From an optimization exercise on the open Yosys and OpenROAD flow, aimed at small area, a short achievable clock period and few clock cycles per item; shortcuts taken in it are not production practice. Function was checked by simulation only, so behaviour that the tests miss may differ from the original. Power is estimated from default activity; no workload was simulated.

== before ==
==> flow/design.v (excerpt) <==
module rational_arithmetic_unit (
    input  logic         aclk,
    input  logic         aresetn,
    input  logic         s_axis_tvalid,
    output logic         s_axis_tready,
    input  logic [135:0] s_axis_tdata,
    output logic         m_axis_tvalid,
    input  logic         m_axis_tready,
    output logic [71:0]  m_axis_tdata
);
clock: 10.0 ns
lec_check: 0
cap_margin: 20
core_margin: 2
core_utilization: 40
setup_slack_margin: 4
slew_margin: 20
run.sh (not shown) runs the stock make flow with config.mk's settings and CLKGATE_MAP_FILE= SYNTH_SCRIPT=/design/flow/synth_recipe.tcl, a recipe that flattens the netlist after the stock synthesis.
Testbench counts of before, summed over its fixed seeds: cycles 48,675, items 2,400.
[inputs] after vs before
--- a/flow/design.v
+++ b/flow/design.v
@@ -54,12 +54,14 @@
     logic signed [31:0] p1, p2;
     logic [30:0] q1, q2;
     logic        ovf_r;
     logic        abs_r;      
     logic        sgn_r;      
     logic        xz_r;       
+    logic        fin_r;      
+    logic [1:0]  k_r;        
     logic        go_r;       
     logic [1:0]  err_r;
     logic [1:0]  ecode_r;
     logic zd, dz;
     assign zd = (ad == 32'd0) || (two && bd == 32'd0);
     assign dz = m_div && (bn == 32'd0);
@@ -153,20 +155,13 @@
         x_zero = (x == 65'd0);
         x_odd  = x[0];
         y_odd  = y[0];
         x_eq_y = (x == {1'b0, y});
         ge = (x >= {1'b0, y});
         dsel = ge ? x_add : {1'b0, y_add};
-        if (!x_odd && !y_odd) lowv = x[2:0] | y[2:0];
-        else if (!x_odd) lowv = x[2:0];
-        else if (!y_odd) lowv = y[2:0];
-        else lowv = x[2:0] ^ y[2:0];
-        if (lowv[0]) k = 2'd0;
-        else if (lowv[1]) k = 2'd1;
-        else if (lowv[2]) k = 2'd2;
-        else k = 2'd3;
+        k = k_r;
     end
     logic        sub_step, xev, yev, both, swap;
     assign both     = !x_odd && !y_odd;
     assign xev      = !x_odd && y_odd;
     assign yev      = x_odd && !y_odd;
     assign sub_step = x_odd && y_odd;
@@ -215,13 +210,13 @@
         bad2  = p_bad_sh(p2, k) || q_bad_sh(q2, k);
         bad_sum = p_bad(psum) || q_bad(qsum);
         bad1n = swap ? bad2 : bad1;
     end
     logic gcd_done, fin_eq;
     assign fin_eq   = sub_step && x_eq_y;
-    assign gcd_done = ovf_r || xz_r || fin_eq;
+    assign gcd_done = ovf_r || xz_r || fin_r;
     logic take, start;
     assign take  = state[1] || (go_r && gcd_done);
     assign start = state[0] && s_axis_tvalid && (!ovalid || m_axis_tready);
     assign s_axis_tready = take;
     assign m_axis_tvalid = ovalid;
     always_ff @(posedge aclk) begin
@@ -252,47 +247,40 @@
                 end
             end
             state[1]: begin
                 err_r <= ecode_r;
             end
             state[2]: begin
-                y <= y_add;
                 first_r <= 1'b0;
                 cnt <= {1'b0, nidx};
                 if (cnt == 5'd0) begin
                     p1 <= sgn_r ? -32'sd1 : 32'sd1; p2 <= 32'sd0;
                     abs_r <= x_add[64];
                     q1 <= 31'd0;  q2 <= 31'd1;
                     ovf_r <= 1'b0;
                 end
             end
             state[3]: begin
                 if (gcd_done) begin
-                    if (fin_eq && !ovf_r) begin
-                        p2 <= psum[31:0];
-                        q2 <= qsum[30:0];
-                    end
-                    err_r <= (ovf_r || (fin_eq && bad_sum))
-                             ? rau_pkg::ERR_OVERFLOW : rau_pkg::ERR_OK;
+                    err_r <= ovf_r ? rau_pkg::ERR_OVERFLOW : rau_pkg::ERR_OK;
                 end else if (in_abs) begin
                     p1 <= -32'sd1;
                     abs_r <= 1'b0;
                 end else begin
-                    y <= y_gcd;
                     if (!both) begin
                         p1 <= p1n[31:0];
                         q1 <= q1n[30:0];
                     end
                     if (sub_step) begin
                         p2 <= psum[31:0];
                         q2 <= qsum[30:0];
                     end else if (yev) begin
                         p2 <= p1;
                         q2 <= q1;
                     end
-                    ovf_r <= (!both && bad1n) || (sub_step && bad_sum);
+                    ovf_r <= (!both && !fin_eq && bad1n) || (sub_step && bad_sum);
                 end
             end
             default: ;
         endcase
     end
     function automatic logic bz(input logic [2:0] d);
@@ -300,18 +288,40 @@
     endfunction
     function automatic logic bh(input logic [2:0] d);
         bh = (d == 3'b011) || (d == 3'b100);
     endfunction
     always_ff @(posedge aclk) begin
         xz_r <= state[3] && x_zero;
+        fin_r <= state[3] && !in_abs && !gcd_done && fin_eq;
         if (!aresetn) go_r <= 1'b0;
         else go_r <= (state[2] && cnt == 5'd0 && !x_add[64])
                   || (state[3] && in_abs) || (go_r && !take);
     end
+    function automatic logic [1:0] k_of(input logic [2:0] xl, input logic [2:0] yl);
+        logic [2:0] lv;
+        if (!xl[0] && !yl[0]) lv = xl | yl;
+        else if (!xl[0]) lv = xl;
+        else if (!yl[0]) lv = yl;
+        else lv = xl ^ yl;
+        if (lv[0]) k_of = 2'd0;
+        else if (lv[1]) k_of = 2'd1;
+        else if (lv[2]) k_of = 2'd2;
+        else k_of = 2'd3;
+    endfunction
+    logic [64:0] x_d;
+    logic [63:0] y_d;
+    logic        y_we;
+    always_comb begin
+        x_d  = (in_mul || in_abs) ? x_add : x_gcd;
+        y_we = in_mul || (state[3] && !gcd_done && !in_abs);
+        y_d  = in_mul ? y_add : y_gcd;
+    end
     always_ff @(posedge aclk) begin
-        x <= (in_mul || in_abs) ? x_add : x_gcd;
+        x <= x_d;
+        if (y_we) y <= y_d;
+        k_r <= k_of(x_d[2:0], y_we ? y_d[2:0] : y[2:0]);
     end
     logic nu1, nu2, nu3, nw1, nw2, nw3;
     logic [31:0] na3;
     always_comb begin
         nu1 = two ? bz(nb1) : 1'b1;
         nu2 = en2 && (two ? bz(nb2) : 1'b1);
[summary]
- before → after: number of buffers and inverters on the critical path down 6; overall power of the completed layout went down by 17%; minimum setup slack after placement saw an increase; multi-input gate share of total cell area now larger; post-route fraction of the period consumed by the critical path decreased by 4.1 points relative to the old numbers.
- Via count of the first global-routing pass grows slightly when moving from before to after.
- Cell area: after < before
- after vs before on global-route usage: after is the higher one.
- The most frequent standard cell in the layout excluding fill and tap cells comes out sky130_fd_sc_hd__nand2_1 in one run and sky130_fd_sc_hd__mux2i_1 in the other, namely in after and before respectively.
- Comparing before and after, portion of the post-synthesis area used by sequential elements is higher on before.
- [after] synthesis-to-finish area growth fell 4.9 points relative to before
- Count of filler cells inserted in the layout was higher in the run labelled after.
- First-iteration DRC count deteriorates in after relative to before.
Testbench counts of after, summed over its fixed seeds: cycles 50,636, items 2,400.

## what the ideal ports hide
How much do the figures lean on ideal ports? The routed layouts below were timed once more, with nothing changed but the port constraints.
Step 1 assumes that a clkbuf_16 drives the clock port and a buf_2 every other input.
Step 2, shift: input delay + t, output delay - t, t = (earliest + latest rising clock arrival at the registers) / 2. This alone moves slack from input paths to output paths.
Slacks: no drivers / after step 1 / after step 2; pairs: no drivers / after step 1.
run	t (ns)	slack for setup (ns)	worst data-port slew with drivers (ns)	pins driven straight from the clock port
before	0.682	3.618 / 3.618 / 3.404	0.06	1
after	0.701	4.028 / 4.082 / 3.382	0.10	1
After both steps setup and hold are still met in every run listed. The setup slack of after, which loses most, moves by +0.054 ns with the drivers and by -0.646 ns with both steps.
